Background: an optimization exercise with open tools, aiming at small area. Do not read the settings as production practice. The RTL was checked by simulation tests, not by an equivalence proof against the original design. Power and IR drop assume default switching activity.

==> design/flow/flow/run.sh <==
#!/bin/bash
# Layout flow: the standard ORFS flow, with three changes:
#  - ports are buffered with buf_2 instead of ORFS's default pick, and the
#    output-port buffers are then set to buf_1 (flow/ports.tcl);
#  - the clock tree uses clkbuf_8 and no dummy loads.
set -euo pipefail
bash standard.sh \
  BUFFER_PORTS_ARGS="-buffer_cell sky130_fd_sc_hd__buf_2" \
  PRE_RESIZE_TCL="$PWD/flow/ports.tcl" \
  CTS_ARGS="-sink_clustering_enable -repair_clock_nets -dont_use_dummy_load -buf_list {sky130_fd_sc_hd__clkbuf_8} -sink_clustering_size 16 -sink_clustering_max_diameter 60" \
  finish > standard_flow.log 2>&1
==> design/flow/design.v <==
package regfile_pkg;
  typedef enum logic [1:0] {
    RF_IDLE,
    RF_CLEAR,
    RF_DONE
  } rf_state_t;
  localparam int unsigned RF_DATA_W = 32;
  localparam int unsigned RF_ADDR_W = 5;
  function automatic int unsigned rf_depth(input int unsigned addrW);
    rf_depth = 32'd1 << addrW;
  endfunction
endpackage
module regfile_aoi222 (
  input  logic [2:0] sel,
  input  logic [2:0] d,
  output logic       y_n
);
  assign y_n = ~|(sel & d);
endmodule
module regfile_and3 (
  input  logic a,
  input  logic b,
  input  logic c,
  output logic y
);
  assign y = a & b & c;
endmodule
module regfile_and2 (
  input  logic a,
  input  logic b,
  output logic y
);
  assign y = a & b;
endmodule
import regfile_pkg::*;
module regfile_mp
#(
  parameter int unsigned DATA_W   = RF_DATA_W,
  parameter int unsigned ADDR_W   = RF_ADDR_W,
  parameter int unsigned NUM_RD   = 2,
  parameter int unsigned ZERO_REG = 1
) (
  input  logic                     clk,
  input  logic                     rst,
  input  logic [NUM_RD*ADDR_W-1:0] rd_addr,
  output logic [NUM_RD*DATA_W-1:0] rd_data,
  input  logic                     we,
  input  logic [ADDR_W-1:0]        wr_addr,
  input  logic [DATA_W-1:0]        wr_data,
  input  logic                     clr_req,
  output logic                     busy,
  output logic                     clr_done,
  input  logic [ADDR_W-1:0]        dbg_addr,
  output logic [DATA_W-1:0]        dbg_data
);
  localparam int unsigned DEPTH  = regfile_pkg::rf_depth(ADDR_W);
  localparam int unsigned NPORT  = NUM_RD + 1;       
  localparam int unsigned NGRP   = (DEPTH - 1) / 3;  
  localparam int unsigned NTERM  = NGRP + 1;         
  localparam int unsigned NSPLIT = 2;                
  localparam int unsigned SPLIT_W = DATA_W / NSPLIT;
  localparam int unsigned LO_W   = 2;                
  localparam int unsigned HI_W   = ADDR_W - LO_W;
  regfile_pkg::rf_state_t state;
  logic [ADDR_W-1:0]      clrPtr;
  always_ff @(posedge clk) begin
    if (rst) begin
      state  <= RF_IDLE;
      clrPtr <= '0;
    end else begin
      unique case (state)
        RF_IDLE: begin
          if (clr_req) state <= RF_CLEAR;
          clrPtr <= '0;
        end
        RF_CLEAR: begin
          if (clrPtr == '1) state <= RF_DONE;
          clrPtr <= clrPtr + 1'b1;
        end
        RF_DONE: begin
          state  <= clr_req ? RF_CLEAR : RF_IDLE;
          clrPtr <= '0;
        end
        default: begin
          state  <= RF_IDLE;
          clrPtr <= '0;
        end
      endcase
    end
  end
  logic busyInt;
  assign busyInt  = (state == RF_CLEAR);
  assign busy     = busyInt;
  assign clr_done = (state == RF_DONE);
  localparam int unsigned NADDR = NPORT + 1;
  localparam int unsigned WPORT = NPORT;
  logic [ADDR_W-1:0]       portAddr [NADDR];
  logic [(1<<LO_W)-1:0]    preLo    [NADDR];
  logic [(1<<HI_W)-1:0]    preHi    [NADDR];
  for (genvar k = 0; k < NUM_RD; k++) begin : gRdAddr
    assign portAddr[k] = rd_addr[k*ADDR_W +: ADDR_W];
  end
  assign portAddr[NUM_RD] = dbg_addr;
  assign portAddr[WPORT]  = wr_addr;
  for (genvar k = 0; k < NADDR; k++) begin : gPre
    for (genvar j = 0; j < (1 << LO_W); j++) begin : gLo
      assign preLo[k][j] = (portAddr[k][LO_W-1:0] == LO_W'(j));
    end
    for (genvar j = 0; j < (1 << HI_W); j++) begin : gHi
      if (k == WPORT) begin : gWr
        assign preHi[k][j] = (portAddr[k][ADDR_W-1:LO_W] == HI_W'(j)) && we && !busyInt;
      end else begin : gRd
        assign preHi[k][j] = (portAddr[k][ADDR_W-1:LO_W] == HI_W'(j));
      end
    end
  end
  logic [DEPTH-1:1]  valid;
  logic [DATA_W-1:0] data [DEPTH-1:1];
  logic [DEPTH-1:1]  sel [NPORT][NSPLIT];
  for (genvar i = 1; i < DEPTH; i++) begin : gEntry
    logic [NSPLIT-1:0] wrHit;
    for (genvar h = 0; h < NSPLIT; h++) begin : gWrDrv
      regfile_and2 uWrDrv (
        .a (preHi[WPORT][i >> LO_W]),
        .b (preLo[WPORT][i % (1 << LO_W)]),
        .y (wrHit[h])
      );
    end
    always_ff @(posedge clk) begin
      if (rst) begin
        valid[i] <= 1'b0;
      end else if (busyInt && (clrPtr == ADDR_W'(i))) begin
        valid[i] <= 1'b0;
      end else if (wrHit[0]) begin
        valid[i] <= 1'b1;
      end
    end
    for (genvar h = 0; h < NSPLIT; h++) begin : gWrPart
      always_ff @(posedge clk) begin
        if (wrHit[h]) begin
          data[i][h*SPLIT_W +: SPLIT_W] <= wr_data[h*SPLIT_W +: SPLIT_W];
        end
      end
    end
    for (genvar k = 0; k < NPORT; k++) begin : gSel
      for (genvar h = 0; h < NSPLIT; h++) begin : gDrv
        regfile_and3 uSelDrv (
          .a (valid[i]),
          .b (preHi[k][i >> LO_W]),
          .c (preLo[k][i % (1 << LO_W)]),
          .y (sel[k][h][i])
        );
      end
    end
  end
  logic [DATA_W-1:0] portData [NPORT];
  for (genvar k = 0; k < NPORT; k++) begin : gPort
    for (genvar b = 0; b < DATA_W; b++) begin : gBit
      localparam int unsigned H = b / SPLIT_W;
      logic [NTERM-1:0] termN;
      for (genvar g = 0; g < NGRP; g++) begin : gGrp
        regfile_aoi222 uAoi (
          .sel ({sel[k][H][3*g+3], sel[k][H][3*g+2], sel[k][H][3*g+1]}),
          .d   ({data[3*g+3][b], data[3*g+2][b], data[3*g+1][b]}),
          .y_n (termN[g])
        );
      end
      assign termN[NGRP] = ~(sel[k][H][DEPTH-1] & data[DEPTH-1][b]);
      assign portData[k][b] = ~&termN;
    end
  end
  for (genvar k = 0; k < NUM_RD; k++) begin : gRdOut
    assign rd_data[k*DATA_W +: DATA_W] = portData[k];
  end
  assign dbg_data = portData[NUM_RD];
endmodule
==> design/flow/constraint.sdc <==
create_clock -name core_clock -period 6.5 [get_ports {clk}]
set_input_delay 1.3000 -clock core_clock [delete_from_list [all_inputs] [get_ports {clk}]]
set_output_delay 1.3000 -clock core_clock [all_outputs]
set_load 0.01 [all_outputs]
==> design/flow/standard.sh <==
#!/bin/bash
# synth_recipe.tcl (not shown) runs the flow's synth.tcl, then flattens the netlist and writes it again
# the make line also repeats each setting of config.mk as NAME=value (left out here)
make -C /OpenROAD-flow-scripts/flow DESIGN_CONFIG=/design/flow/config.mk WORK_HOME=/design/flow/orfs CLKGATE_MAP_FILE= SYNTH_SCRIPT=/design/flow/synth_recipe.tcl "${@:-finish}"
==> design/flow/config.mk <==
export PLATFORM = sky130hd
export DESIGN_NAME = regfile_mp
export DESIGN_NICKNAME = regfile_mp
export VERILOG_FILES = /design/flow/design.v
export SDC_FILE = /design/flow/constraint.sdc
export NUM_CORES = 4
export LEC_CHECK = 0
export CAP_MARGIN = 10
export CORE_MARGIN = 2
export CORE_UTILIZATION = 35
export PLACE_DENSITY = 0.5
export SLEW_MARGIN = 10
export SYNTH_HIERARCHICAL = 1
export SYNTH_MINIMUM_KEEP_SIZE = 0
==> design/flow/flow/ports.tcl <==
# The output ports only drive the fixed output load: after port buffering,
# use buf_1 instead of buf_2 for the buffer in front of each output port.
set n_swapped 0
foreach port [get_ports -filter "direction == output"] {
  foreach pin [get_pins -of_objects [get_nets [get_full_name $port]] -filter "direction == output"] {
    set inst [get_cells -of_objects $pin]
    if {[get_property $inst ref_name] eq "sky130_fd_sc_hd__buf_2"} {
      replace_cell $inst sky130_fd_sc_hd__buf_1
      incr n_swapped
    }
  }
}
puts "ports.tcl: $n_swapped output buffers set to buf_1"
==> flow_summary_export.csv, run 1 <==
group,metric,value,unit
outcome,outcome,"complete, no violations",
power,power_leakage,16.9,nW
clock_tree,clkLatencyLatePin,920,ps
drt,drc,0,
clock_tree,clockRootBuffer,"clkbuf_8",
clock_tree,cts.clk_slew.worst_paths,60,ps
power,ir_worst_vdd,0.178,mV
place,io_buffer_count,153,
global_route,track_usage,0.338,
floorplanning,die_w,364,um
global_route,antenna_found_initial,27,
sta,fmax,163,MHz
clock_tree,clock_sinks,1030,
final_layout,stdcell_area,0.0509,mm2
drt,drt_iter0_drc,12900,
sta,tightestPinTransition,1360,ps
final_layout,final_nets,3269,
clock_tree,cts_tree,"done",
clock_tree,cts_buffer_depth,3,
run,maxCapViolations,0,
sta,drv_slew,0,
critical_path,crit_type,"in2out",
final_layout,syn_to_final_growth,12.1,%
clock_tree,cts_buffers,102,
global_route,grt_pass1_wl,312000,um
power,p_per_area,222,mW/mm2
final_layout,final_common_cell,"edfxtp_1",
floorplanning,dieArea,0.133,mm2
sta,setup_violations,0,
critical_path,cp-start-kind,"primary input",
drt,drtAntennaViolNets,0,
logic_synthesis,syn_inst,2800,
sta,slew_headroom,0.0905,
place,finalWeightedCongestion,1.04,
clock_tree,post_cts_buffers,0,
critical_path,required,5200,ps
floorplanning,core,0.129,mm2
floorplanning,io-pin-count,154,
critical_path,crit_chain,"buf_2, nor3b_2, and3_1, a222oi_1, nand4_1, a2111o_1, buf_1",
drt,dr_total_vias,40700,
drt,firstDrtPassIters,17,
clock_tree,ctsResizeCount,0,
logic_synthesis,synthesis.area,0.0454,mm2
final_layout,drive_above_1_share,0.106,
critical_path,cp-end-kind,"output pin",
critical_path,arrival,4840,ps
clock_tree,cts_max_level,3,
floorplanning,start_util,0.352,
sta,min_period_over_period,0.944,
logic_synthesis,syn_avg_cell_area,16.2,um2
drt,wire_per_inst,47.1,um
final_layout,mostFrequentLayoutCells,"edfxtp_1, a222oi_1, nand4_1",
floorplanning,die_h,364,um
hold_path,hp-class,"reg2reg",
logic_synthesis,yosysWarningCount,18,
clock_tree,hold_buffers,0,
sta,hold_viol,0,
global_route,grt.overflow.total,0,
place,placed_area,0.0495,mm2
logic_synthesis,synth_nets,2862,
drt,viasPerCell,8.19,
floorplanning,rows,132,
sta,rsz0062_at_grt,"no",
logic_synthesis,ys_types,32,
sta,finClkSkew,121,ps
sta,tns,0,ps
sta,fin_crit,6140,ps
logic_synthesis,synth_seq_cells,1030,
final_layout,fin_util,0.394,
critical_path,cp_slowest_cell,"nor3b_2",
global_route,grt_pass1_vias,37500,
critical_path,worstPathMaxFanout,16,
place,place_hpwl,151000,um
drt,drt_wl_total,234000,um
global_route,grt_max_degree,40,
critical_path,cpPeakStageDelay,1080,ps
logic_synthesis,ys_seq_area_frac,0.672,
## modules after synthesis (local to each module, per instance)
| module | copies in the design | flip-flops and latches | area [um2] | cells inside |
|---|---|---|---|---|
| regfile_mp | 1 | 1030 | 34300 | 1592 |
| regfile_aoi222 | 960 | 0 | 10.0 | 1 |
| regfile_and2 | 62 | 0 | 6.26 | 1 |
| regfile_and3 | 186 | 0 | 6.26 | 1 |
## worst paths after layout
| check | startpoint | end | slack (ps) | depth (start not counted) |
|---|---|---|---|---|
| worst min register to register | clrPtr[0] | clrPtr[0] | 540 | 1 |
| worst max register to register | state[1] | data[26][2] | 3120 | 6 |
| worst min-delay path | clrPtr[0] | clrPtr[0] | 540 | 1 |
| worst max-delay path | rd_addr[4] | rd_data[0] | 360 | 7 |
## layer usage
layer,GRT usage,wire (um)
met2,0.521,101000
met5,0,147
met1,0.424,79700
met3,0.105,35900
met4,0.182,17300
## logic make-up after synthesis
family          synth area share
mux                     0.000248
buf+inv                  0.00259
xor+xnor                0.000193
compound gates             0.241
flops                      0.672
simple gates              0.0825
fa+ha+maj                0.00165
## layout make-up
cell class              count  area (um2)
diodes                     18        45.0
clock buffers             102        1400
fillers                 12000       78200
inverters                   6        22.5
multi-input cells        1742       14800
flip-flops and latches   1030       30500
well taps                1742        2180
repair buffers            325        1930
## where the power goes
| part | internal [W] | switching (W) | leakage, nW |
|---|---|---|---|
| clock | 0.00138 | 0.00224 | 0.733 |
| sequential | 0.00731 | 0.0000347 | 9.24 |
| combinational | 0.0000492 | 0.000283 | 6.94 |
| total | 0.00874 | 0.00256 | 16.9 |
## sequential cells by signal, indices dropped and copies added, names as in the netlist
signal,flops
clrPtr,5
valid,31
data,992
state,2
## synthesized netlist by cell type, drive strengths merged
library cell / instances / share of area
or3b: 1 / 0.00019
and3: 190 / 0.026
a21oi: 1 / 0.00011
xnor2: 1 / 0.00019
or2: 1 / 0.00014
nor4bb: 1 / 0.00022
and2: 67 / 0.0092
nand2b: 4 / 0.00055
and4b: 4 / 0.00088
a222oi: 960 / 0.21
nor2b: 11 / 0.0015
dfxtp: 38 / 0.017
a311oi: 6 / 0.0012
nor2: 39 / 0.0032
nand2: 100 / 0.0083
clkbuf: 10 / 0.00083
nor3: 6 / 0.00066
and3b: 6 / 0.0012
nand3: 1 / 0.00011
a211oi: 25 / 0.0041
ha: 6 / 0.0017
mux2: 1 / 0.00025
nor3b: 12 / 0.0020
nor4b: 1 / 0.00019
and4bb: 2 / 0.00055
edfxtp: 992 / 0.66
nor4: 8 / 0.0011
buf: 12 / 0.0013
a2111o: 96 / 0.024
nand4: 192 / 0.026
inv: 6 / 0.00050
## per-stage QoR
stage          power, W  setup slack [ps]  hold WS (ps)  cells
3_3_place_gp    0.00779               820           510   4845
6_report         0.0113               362           536   4965
4_1_cts          0.0113               737           549   4947
2_1_floorplan   0.00755              2480           483   2800
3_5_place_dp    0.00781               763           539   4845
5_1_grt          0.0116               483           594   4953
## worst max-delay path, delay by kind of cell
family                 cells  cell delay [ps]
and+or+nand+nor            3             2560
buffers and inverters      2              360
AOI/OAI and AO/OA          2              600
==> inputs of run 2 (changes only) <==
==> design/flow/flow/run.sh (replaced) <==
#!/bin/bash
# Layout flow: the standard ORFS flow, with three changes:
#  - ports are buffered with buf_2 instead of ORFS's default pick, and the
#    output-port buffers are then set to buf_1 (flow/ports.tcl);
#  - the clock tree uses clkbuf_8 at the leaves, clkbuf_16 above them,
#    and no dummy loads.
set -euo pipefail
bash standard.sh \
  BUFFER_PORTS_ARGS="-buffer_cell sky130_fd_sc_hd__buf_2" \
  PRE_RESIZE_TCL="$PWD/flow/ports.tcl" \
  CTS_ARGS="-sink_clustering_enable -repair_clock_nets -dont_use_dummy_load -buf_list {sky130_fd_sc_hd__clkbuf_8} -sink_clustering_size 18 -sink_clustering_max_diameter 60 -root_buf sky130_fd_sc_hd__clkbuf_16 -tree_buf sky130_fd_sc_hd__clkbuf_16" \
  finish > standard_flow.log 2>&1
==> flow_summary_export.csv, run 2 <==
group,metric,value,unit
sta,rsz0062_at_grt,"no",
power,p_int,0.00887,W
power,sw_frac_of_total,0.223,
global_route,antenna_found_initial,26,
logic_synthesis,synth_top_area_cell,"edfxtp_1",
floorplanning,dieArea,0.133,mm2
power,power_leakage,17.0,nW
logic_synthesis,synth_nets,2862,
sta,slew_headroom,0.0841,
sta,holdWs,536,ps
power,combPwrFrac,0.029,
sta,min_period_over_period,0.926,
outcome,outcome,"complete, no violations",
place,finalWeightedCongestion,1.04,
logic_synthesis,syn_inst,2800,
clock_tree,cts_buffers,101,
critical_path,arrival,4720,ps
place,io_buffer_count,153,
floorplanning,start_util,0.352,
floorplanning,die_w,364,um
drt,top_layer,"met5",
logic_synthesis,yosysTopAreaCellShare,0.655,
drt,met3_length,36200,um
final_layout,regMostFlops,"data",
global_route,track_usage,0.338,
critical_path,crit_type,"in2out",
hold_path,min_path_cells,1,
clock_tree,ctsResizeCount,0,
drt,drtAntennaViolNets,0,
logic_synthesis,synthTopCellsByCount,"edfxtp_1, a222oi_1, nand4_1",
global_route,grt_pass1_vias,37500,
final_layout,register_area,0.0305,mm2
sta,hold_viol,0,
sta,fmax,166,MHz
clock_tree,cts_buffer_depth,3,
final_layout,multi_input_area,0.0148,mm2
power,ir_worst_vdd,0.196,mV
sta,finClkSkew,75.6,ps
logic_synthesis,ys_seq_area_frac,0.672,
floorplanning,core,0.129,mm2
sta,tns,0,ps
power,seqPwrFrac,0.643,
floorplanning,die_h,364,um
global_route,grt.overflow.total,0,
critical_path,worst_r2r_path_depth,6,
logic_synthesis,ys_types,32,
clock_tree,post_cts_buffers,0,
hold_path,hp-class,"reg2reg",
logic_synthesis,synthesis.area,0.0454,mm2
final_layout,syn_to_final_growth,12.3,%
critical_path,required,5200,ps
floorplanning,rows,132,
drt,routed-wl-met2,101000,um
clock_tree,clkLatencyLatePin,730,ps
drt,wire_per_inst,47.1,um
final_layout,nFillCells,12000,
sta,setup_violations,0,
floorplanning,io-pin-count,154,
logic_synthesis,yosysWarningCount,18,
power,pwr-share-clk,0.328,
critical_path,cp-end-kind,"output pin",
drt,dr_total_vias,40300,
drt,drc,0,
logic_synthesis,async_flop_share,0,
clock_tree,cts_tree,"done",
final_layout,final_nets,3269,
power,p_per_area,224,mW/mm2
clock_tree,hold_buffers,0,
place,place_hpwl,151000,um
drt,drt_iter0_drc,12900,
clock_tree,clockRootBuffer,"clkbuf_16",
drt,wl_met1,79400,um
drt,viasPerCell,8.12,
global_route,grt_pass1_wl,312000,um
clock_tree,cts_max_level,3,
final_layout,largest_reg_flops,992,
critical_path,cp-start-kind,"primary input",
final_layout,mostFrequentLayoutCells,"edfxtp_1, a222oi_1, nand4_1",
power,power.switching,0.00255,W
sta,drv_slew,0,
logic_synthesis,synth_seq_cells,1030,
logic_synthesis,yosys-top-cells-area,"edfxtp_1, a222oi_1, nand4_1",
drt,drt_wl_total,234000,um
sta,fin_crit,6020,ps
global_route,grt_max_degree,40,
logic_synthesis,syn_avg_cell_area,16.2,um2
logic_synthesis,synth_most_common_cell,"edfxtp_1",
final_layout,reg_top3,"data: 992 flops, valid: 31 flops, clrPtr: 5 flops",
clock_tree,clock_sinks,1030,
run,maxCapViolations,0,
sta,tightestPinTransition,1370,ps
drt,firstDrtPassIters,17,
logic_synthesis,synth_flop_cell,"edfxtp_1",
critical_path,worstPathMaxFanout,16,
logic_synthesis,synth_edf_count,992,
final_layout,drive_above_1_share,0.106,
final_layout,final_common_cell,"edfxtp_1",
clock_tree,cts.clk_slew.worst_paths,60,ps
[run 2: cell types whose count changed in the layout (fill, tap and decap cells not counted)]
cell,delta
clkbuf_8,-10
clkbuf_16,+9
diode_2,-4
buf_8,+1
[run 2: kinds of logic (layout without fill, tap and decap cells)]
logic type      Yosys count  in the layout  synth area share
other cells               0             14                 0
fa+ha+maj                 6              6           0.00165
mux                       1              1          0.000248
flops                  1030           1030             0.672
buf+inv                  28            433           0.00259
compound gates         1088           1088             0.241
xor+xnor                  1              1          0.000193
simple gates            646            646            0.0825
[run 2: path summary, 6_finish.rpt]
check                                start          end  slack, ps
worst min register to register   clrPtr[0]    clrPtr[0]        540
worst max register to register    state[1]  data[26][2]       3110
worst min-delay path             clrPtr[0]    clrPtr[0]        540
worst max-delay path            rd_addr[4]   rd_data[0]        480
[run 2: worst max-delay path: stages]
cell      delay, ps
buf_2           150
nor3b_2        1030
and3_1         1050
a222oi_1        280
nand4_1         380
a2111o_1        320
buf_1           200
[run 2: area by class of cell]
class / count / share of cell area
Sequential cell: 1030 / 0.599
Clock buffer: 101 / 0.0292
Inverter: 6 / 0.000441
Antenna cell: 14 / 0.000686
Tap cell: 1742 / 0.0427
Multi-Input combinational cell: 1742 / 0.290
Timing Repair Buffer: 326 / 0.0382
[run 2: routing by layer]
| metal | up-vias | track usage |
|---|---|---|
| li1 | 15100 | - |
| met1 | 19900 | 0.427 |
| met2 | 4409 | 0.522 |
| met3 | 890 | 0.104 |
| met4 | 16 | 0.179 |
| met5 | - | 0 |
[run 2: per-module statistics from Yosys (local to each module, per instance)]
module / copies in the design / flip-flops and latches / cells inside
regfile_mp: 1 / 1030 / 1592
regfile_aoi222: 960 / 0 / 1
regfile_and2: 62 / 0 / 1
regfile_and3: 186 / 0 / 1
[run 2: power by group through the flow]
stage	logic, W	clock network, W	registers (W)
after CTS	0.000314	0.00378	0.00734
final	0.000332	0.00374	0.00734
after global routing	0.000332	0.00401	0.00735
after global placement	0.000307	0	0.00749
after detailed placement	0.000315	0	0.00749
after floorplan	0.0000711	0	0.00748
[run 2: through the flow]
| stage | util | worst slack (ps) | instance area, um2 | std cells | power (W) |
|---|---|---|---|---|---|
| floorplan | - | 2480 | 45400 | 2800 | 0.00755 |
| global placement | 0.384 | 820 | 49600 | 4845 | 0.00779 |
| detailed placement | 0.383 | 763 | 49500 | 4845 | 0.00781 |
| CTS | 0.395 | 737 | 51000 | 4946 | 0.0114 |
| global route | 0.395 | 437 | 51000 | 4951 | 0.0117 |
| finish | 0.395 | 478 | 51000 | 4961 | 0.0114 |
==> inputs of run 3 (changes only) <==
--- a/design/flow/flow/run.sh
+++ b/design/flow/flow/run.sh
@@ -10,3 +10,3 @@
   PRE_RESIZE_TCL="$PWD/flow/ports.tcl" \
-  CTS_ARGS="-sink_clustering_enable -repair_clock_nets -dont_use_dummy_load -buf_list {sky130_fd_sc_hd__clkbuf_8} -sink_clustering_size 18 -sink_clustering_max_diameter 60 -root_buf sky130_fd_sc_hd__clkbuf_16 -tree_buf sky130_fd_sc_hd__clkbuf_16" \
+  CTS_ARGS="-sink_clustering_enable -repair_clock_nets -dont_use_dummy_load -buf_list {sky130_fd_sc_hd__clkbuf_8} -sink_clustering_size 14 -sink_clustering_max_diameter 60 -root_buf sky130_fd_sc_hd__clkbuf_16 -tree_buf sky130_fd_sc_hd__clkbuf_16" \
   finish > standard_flow.log 2>&1
--- a/design/flow/config.mk
+++ b/design/flow/config.mk
@@ -10,3 +10,3 @@
 export CORE_UTILIZATION = 35
-export PLACE_DENSITY = 0.5
+export PLACE_DENSITY = 0.65
 export SLEW_MARGIN = 10
==> flow_summary_export.csv, run 3 <==
group,metric,value,unit
place,placed_cells,4747,
logic_synthesis,syn_inst,2800,
hold_path,hp-start,"clrPtr[0]",
global_route,grt_max_degree,40,
critical_path,r2r_slack,2890,ps
sta,rsz0062_at_grt,"no",
logic_synthesis,synth_top_area_cell,"edfxtp_1",
clock_tree,hold_buffers,0,
floorplanning,dieArea,0.133,mm2
final_layout,reg_top3,"data: 992 flops, valid: 31 flops, clrPtr: 5 flops",
power,ir_worst_vdd,0.172,mV
final_layout,final_common_cell,"edfxtp_1",
sta,min_period_over_period,0.894,
logic_synthesis,ys_seq_area_frac,0.672,
logic_synthesis,synth_flop_cell,"edfxtp_1",
hold_path,holdPathEnd,"clrPtr[0]",
logic_synthesis,async_flop_share,0,
drt,drt_wl_total,194000,um
floorplanning,die_h,364,um
clock_tree,clock_sinks,1030,
critical_path,r2r_end,"data[3][3]",
hold_path,min_path_cells,1,
logic_synthesis,synth_compound_area_frac,0.241,
final_layout,largest_reg_flops,992,
critical_path,arrival,4510,ps
critical_path,crit_type,"in2out",
logic_synthesis,synth_nets,2862,
floorplanning,rows,132,
clock_tree,cts_tree,"done",
logic_synthesis,synth_fa_ha_area_frac,0.00165,
logic_synthesis,synth_xor_area_frac,0.000193,
clock_tree,clkLatencyLatePin,670,ps
global_route,track_usage,0.277,
logic_synthesis,synth_seq_cells,1030,
logic_synthesis,synth_mux_area_frac,0.000248,
logic_synthesis,yosysTopAreaCellShare,0.655,
critical_path,cp-start-kind,"primary input",
clock_tree,ctsResizeCount,0,
clock_tree,cts_buffer_depth,3,
final_layout,mostFrequentLayoutCells,"edfxtp_1, a222oi_1, nand4_1",
drt,drc,0,
floorplanning,die_w,364,um
critical_path,regToRegStartpoint,"state[1]",
run,maxCapViolations,0,
logic_synthesis,ys_types,32,
hold_path,hp-class,"reg2reg",
power,p_per_area,221,mW/mm2
clock_tree,cts_max_level,3,
place,io_buffer_count,153,
final_layout,regMostFlops,"data",
final_layout,syn_to_final_growth,10.1,%
final_layout,drive_above_1_share,0.0718,
sta,setup_ws,688,ps
global_route,grt_pass1_wl,265000,um
critical_path,cp-end-kind,"output pin",
logic_synthesis,synthTopCellsByCount,"edfxtp_1, a222oi_1, nand4_1",
sta,tightestPinTransition,1370,ps
floorplanning,core,0.129,mm2
sta,setup_violations,0,
final_layout,final_nets,3154,
sta,fin_crit,5810,ps
place,place_hpwl,119000,um
clock_tree,clockRootBuffer,"clkbuf_16",
drt,drtAntennaViolNets,0,
critical_path,worstPathMaxFanout,16,
floorplanning,io-pin-count,154,
drt,firstDrtPassIters,17,
global_route,antenna_found_initial,19,
final_layout,stdcell_count,4844,
critical_path,required,5200,ps
logic_synthesis,synth_most_common_cell,"edfxtp_1",
global_route,grt_pass1_vias,35700,
clock_tree,cts_buffers,85,
drt,wire_per_inst,40.1,um
logic_synthesis,yosys-top-cells-area,"edfxtp_1, a222oi_1, nand4_1",
sta,hold_viol,0,
logic_synthesis,synth_edf_count,992,
drt,viasPerCell,8.10,
sta,fmax,172,MHz
logic_synthesis,yosysWarningCount,18,
place,pre_cts_ws,1040,ps
outcome,outcome,"complete, no violations",
power,power_leakage,16.3,nW
final_layout,stdcell_area,0.0500,mm2
sta,finClkSkew,44.0,ps
clock_tree,cts.clk_slew.worst_paths,100,ps
logic_synthesis,syn_avg_cell_area,16.2,um2
final_layout,fin_util,0.388,
sta,tns,0,ps
critical_path,worst_r2r_path_depth,4,
floorplanning,start_util,0.352,
drt,dr_total_vias,39200,
logic_synthesis,yosys.area_share.simple,0.0825,
logic_synthesis,synth_top_family_by_area,"compound AO/OA/AOI/OAI gates",
logic_synthesis,synthesis.area,0.0454,mm2
drt,drt_iter0_drc,13500,
sta,drv_slew,0,
place,placed_area,0.0487,mm2
global_route,grt.overflow.total,0,
clock_tree,post_cts_buffers,0,
sta,slew_headroom,0.0834,
place,finalWeightedCongestion,0.985,
[run 3: worst max-delay path by stage]
stage                start      endpoint  slack, ps  depth (start not counted)
6_report        rd_addr[0]   rd_data[16]        690                          7
5_1_grt         rd_addr[0]   rd_data[19]        760                          7
4_1_cts        dbg_addr[0]  dbg_data[16]       1040                          7
3_5_place_dp   dbg_addr[0]  dbg_data[16]       1040                          7
3_3_place_gp    rd_addr[1]   rd_data[19]        770                          7
2_1_floorplan  dbg_addr[0]   dbg_data[0]       2480                          5
[run 3: area by class of cell]
cell class / count / area, um2
sequential: 1030 / 30500
fill: 12000 / 79100
antenna: 12 / 30.0
multi-input combinational: 1742 / 14800
tap: 1742 / 2180
timing repair buffer: 227 / 1200
clock buffer: 85 / 1270
inverter: 6 / 22.5
[run 3: worst max-delay path, stage by stage]
cell and delay, ps:
buf_2 140, and2_1 500, and3_1 750, a222oi_1 620
nand4_1 380, a2111o_1 600, buf_1 190
[run 3: logic make-up (layout without fill, tap and decap cells)]
kind of cell	after synthesis	after routing
buf+inv	28	318
simple gates	646	646
fa+ha+maj	6	6
flops	1030	1030
xor+xnor	1	1
other cells	0	12
compound gates	1088	1088
mux	1	1
[run 3: modules after synthesis, one instance, submodules excluded]
module,flops+latches,cells inside,copies in the design,cell area (um2)
regfile_and2,0,1,62,6.26
regfile_aoi222,0,1,960,10.0
regfile_and3,0,1,186,6.26
regfile_mp,1030,1592,1,34300
[run 3: report_power, final]
part / internal [W] / switching, W / leakage [nW]
Clock: 0.00130 / 0.00214 / 0.657
Combinational: 0.0000447 / 0.000245 / 6.40
Sequential: 0.00731 / 0.0000297 / 9.24
Total: 0.00865 / 0.00242 / 16.3
[run 3: through the flow]
stage / hold WS [ps] / total power, W
global placement: 513 / 0.00775
global route: 590 / 0.0113
finish: 531 / 0.0111
detailed placement: 519 / 0.00776
CTS: 531 / 0.0110
floorplan: 483 / 0.00755
[run 3: metal layers]
layer  vias up  track usage  wire, um
met5         -            0        98
met3       826        0.104     38400
met1     18800        0.366     64300
met2      4727        0.400     78900
li1      14800            -         -
met4        18        0.131     12400
==> inputs of run 4 (changes only) <==
--- a/design/flow/flow/run.sh
+++ b/design/flow/flow/run.sh
@@ -10,3 +10,3 @@
   PRE_RESIZE_TCL="$PWD/flow/ports.tcl" \
-  CTS_ARGS="-sink_clustering_enable -repair_clock_nets -dont_use_dummy_load -buf_list {sky130_fd_sc_hd__clkbuf_8} -sink_clustering_size 14 -sink_clustering_max_diameter 60 -root_buf sky130_fd_sc_hd__clkbuf_16 -tree_buf sky130_fd_sc_hd__clkbuf_16" \
+  CTS_ARGS="-sink_clustering_enable -repair_clock_nets -dont_use_dummy_load -buf_list {sky130_fd_sc_hd__clkbuf_8} -sink_clustering_size 16 -sink_clustering_max_diameter 60 -root_buf sky130_fd_sc_hd__clkbuf_16 -tree_buf sky130_fd_sc_hd__clkbuf_16" \
   finish > standard_flow.log 2>&1
==> flow_summary_export.csv, run 4 <==
group,metric,value,unit
outcome,outcome,"complete, no violations",
clock_tree,cts_max_level,3,
power,sw_frac_of_total,0.219,
sta,drv_slew,0,
clock_tree,clockRootBuffer,"clkbuf_16",
final_layout,fin_util,0.387,
drt,drt_iter0_drc,14200,
power,power_leakage,16.2,nW
power,seqPwrFrac,0.672,
drt,viasPerCell,8.09,
global_route,grt_pass1_wl,265000,um
critical_path,cp-end-kind,"output pin",
final_layout,stdcell_count,4838,
critical_path,cp_slowest_cell,"and3_1",
power,p_per_area,219,mW/mm2
logic_synthesis,synth_xor_area_frac,0.000193,
final_layout,regMostFlops,"data",
critical_path,cpPeakStageDelay,730,ps
logic_synthesis,ys_types,32,
final_layout,final_common_cell,"edfxtp_1",
final_layout,drive_above_1_share,0.0688,
logic_synthesis,synth_most_common_cell,"edfxtp_1",
global_route,antenna_found_initial,18,
logic_synthesis,synth_mux_area_frac,0.000248,
power,ir_worst_vdd,0.169,mV
logic_synthesis,syn_inst,2800,
critical_path,required,5200,ps
clock_tree,cts.clk_slew.worst_paths,110,ps
floorplanning,die_h,364,um
final_layout,syn_to_final_growth,9.84,%
power,power.switching,0.00239,W
logic_synthesis,yosysWarningCount,18,
logic_synthesis,yosys-top-cells-area,"edfxtp_1, a222oi_1, nand4_1",
drt,drt_wl_total,194000,um
sta,slew_headroom,0.0888,
logic_synthesis,synth_flop_cell,"edfxtp_1",
place,place_hpwl,119000,um
logic_synthesis,synth_top_area_cell,"edfxtp_1",
floorplanning,dieArea,0.133,mm2
floorplanning,start_util,0.352,
sta,rsz0062_at_grt,"no",
drt,wire_per_inst,40.0,um
drt,firstDrtPassIters,17,
clock_tree,clock_sinks,1030,
sta,setup_violations,0,
global_route,grt_max_degree,40,
logic_synthesis,synth_top_family_by_area,"compound AO/OA/AOI/OAI gates",
sta,hold_viol,0,
global_route,grt.overflow.total,0,
logic_synthesis,synthesis.area,0.0454,mm2
logic_synthesis,synth_compound_area_frac,0.241,
logic_synthesis,yosys.area_share.simple,0.0825,
logic_synthesis,ys_seq_area_frac,0.672,
sta,tns,0,ps
floorplanning,core,0.129,mm2
global_route,grt_pass1_vias,35400,
critical_path,crit_chain,"buf_2, and2_1, and3_1, a222oi_1, nand4_1, a2111o_1, buf_1",
power,combPwrFrac,0.027,
floorplanning,die_w,364,um
logic_synthesis,synth_seq_cells,1030,
clock_tree,cts_tree,"done",
logic_synthesis,synthTopCellsByCount,"edfxtp_1, a222oi_1, nand4_1",
place,placed_cells,4747,
critical_path,worstPathMaxFanout,16,
logic_synthesis,synth_nets,2862,
clock_tree,post_cts_buffers,0,
clock_tree,cts_buffer_depth,3,
final_layout,mostFrequentLayoutCells,"edfxtp_1, a222oi_1, nand4_1",
drt,dr_total_vias,39200,
sta,fmax,171,MHz
critical_path,crit_type,"in2out",
logic_synthesis,async_flop_share,0,
place,io_buffer_count,153,
critical_path,arrival,4550,ps
final_layout,final_nets,3144,
clock_tree,hold_buffers,0,
critical_path,cp-start-kind,"primary input",
hold_path,hp-class,"reg2reg",
clock_tree,ctsResizeCount,0,
power,p_int,0.00852,W
final_layout,nFillCells,12000,
sta,min_period_over_period,0.900,
clock_tree,cts_buffers,75,
drt,drtAntennaViolNets,0,
drt,drc,0,
final_layout,reg_top3,"data: 992 flops, valid: 31 flops, clrPtr: 5 flops",
floorplanning,io-pin-count,154,
final_layout,largest_reg_flops,992,
global_route,track_usage,0.276,
sta,tightestPinTransition,1370,ps
floorplanning,rows,132,
logic_synthesis,yosysTopAreaCellShare,0.655,
sta,finClkSkew,32.5,ps
run,maxCapViolations,0,
clock_tree,clkLatencyLatePin,690,ps
power,pwr-share-clk,0.301,
logic_synthesis,synth_edf_count,992,
place,finalWeightedCongestion,0.985,
sta,fin_crit,5850,ps
logic_synthesis,syn_avg_cell_area,16.2,um2
sta,holdWs,533,ps
logic_synthesis,synth_fa_ha_area_frac,0.00165,
## run 4: cell counts after synthesis
No cell type changed its count.
## run 4: metal layers
layer,vias to the layer above,global-route usage,wire [um],share of wire
met4,12,0.127,12000,0.062
li1,14800,-,-,-
met1,18900,0.368,64100,0.33
met5,-,0,67,0.00035
met2,4617,0.401,78900,0.41
met3,780,0.100,38500,0.20
## run 4: area by class of cell
type | count | area [um2] | share of cell area
flip-flops and latches | 1030 | 30500 | 0.612
multi-input cells | 1742 | 14800 | 0.296
well taps | 1742 | 2180 | 0.0437
repair buffers | 227 | 1200 | 0.0240
clock buffers | 75 | 1130 | 0.0227
diodes | 16 | 40.0 | 0.000802
inverters | 6 | 22.5 | 0.000451
## run 4: kinds of logic after synthesis
family,after synthesis
compound gates,1088
simple gates,646
flops,1030
fa+ha+maj,6
xor+xnor,1
buf+inv,28
mux,1
## run 4: through the flow
step	cell area, um2	worst slack [ps]	power, W
after floorplan	45400	2480	0.00755
after global placement	48900	772	0.00775
after detailed placement	48700	1040	0.00776
after CTS	49900	1040	0.0109
after global routing	49900	798	0.0111
final	49900	651	0.0109
## run 4: power by group through the flow
stage               Combinational (W)  Clock (W)  Sequential, W
floorplan                   0.0000711          0        0.00748
global placement             0.000267          0        0.00748
detailed placement           0.000270          0        0.00749
CTS                          0.000270    0.00325        0.00733
global route                 0.000295    0.00348        0.00734
finish                       0.000291    0.00328        0.00734
## run 4: critical path, delay by kind of cell
family,cells,cell delay [ps]
buffers and inverters,2,320
AO/OA/AOI/OAI,2,1210
AND/OR/NAND/NOR,3,1690
## run 4: Yosys stat by module, one instance, submodules excluded
module / cells / flip-flops and latches
regfile_aoi222: 1 / 0
regfile_and3: 1 / 0
regfile_mp: 1592 / 1030
regfile_and2: 1 / 0
## run 4: path summary, 6_finish.rpt
check	slack, ps	end	startpoint	depth (start not counted)
worst max-delay path	650	rd_data[26]	rd_addr[0]	7
worst max register to register	2890	data[16][24]	state[1]	4
worst min register to register	530	clrPtr[0]	clrPtr[0]	1
worst min-delay path	530	clrPtr[0]	clrPtr[0]	1

==> re-timing with driven ports <==
In the flow no input, the clock included, has a driving cell. The finished layouts below were timed again as built, in two steps.
Step 1 (the two cells are an assumption about what drives the block):
set clk [get_ports {clk}]
set_driving_cell -lib_cell sky130_fd_sc_hd__clkbuf_16 $clk
set_driving_cell -lib_cell sky130_fd_sc_hd__buf_2 [delete_from_list [all_inputs] $clk]
Step 2, shift: input delay + t, output delay - t, t = (earliest + latest rising clock arrival at the registers) / 2. This alone moves slack from input paths to output paths.
a / b / c = ideal ports / drivers / drivers and shift; a / b = the first two.
| run | t, ns | slack for setup (ns) | worst hold slack (ns) |
|---|---|---|---|
| run 1 | 0.931 | 0.362 / 0.251 / 0.251 | 0.536 / 0.536 / 0.536 |
| run 2 | 0.746 | 0.478 / 0.362 / 0.362 | 0.536 / 0.536 / 0.536 |
| run 3 | 0.726 | 0.688 / 0.611 / 0.611 | 0.531 / 0.531 / 0.531 |
| run 4 | 0.736 | 0.651 / 0.622 / 0.622 | 0.533 / 0.533 / 0.533 |
After both steps setup and hold are still met in every run listed. The setup slack of run 2, which loses most, moves by -0.116 ns with the drivers and by -0.116 ns with both steps.
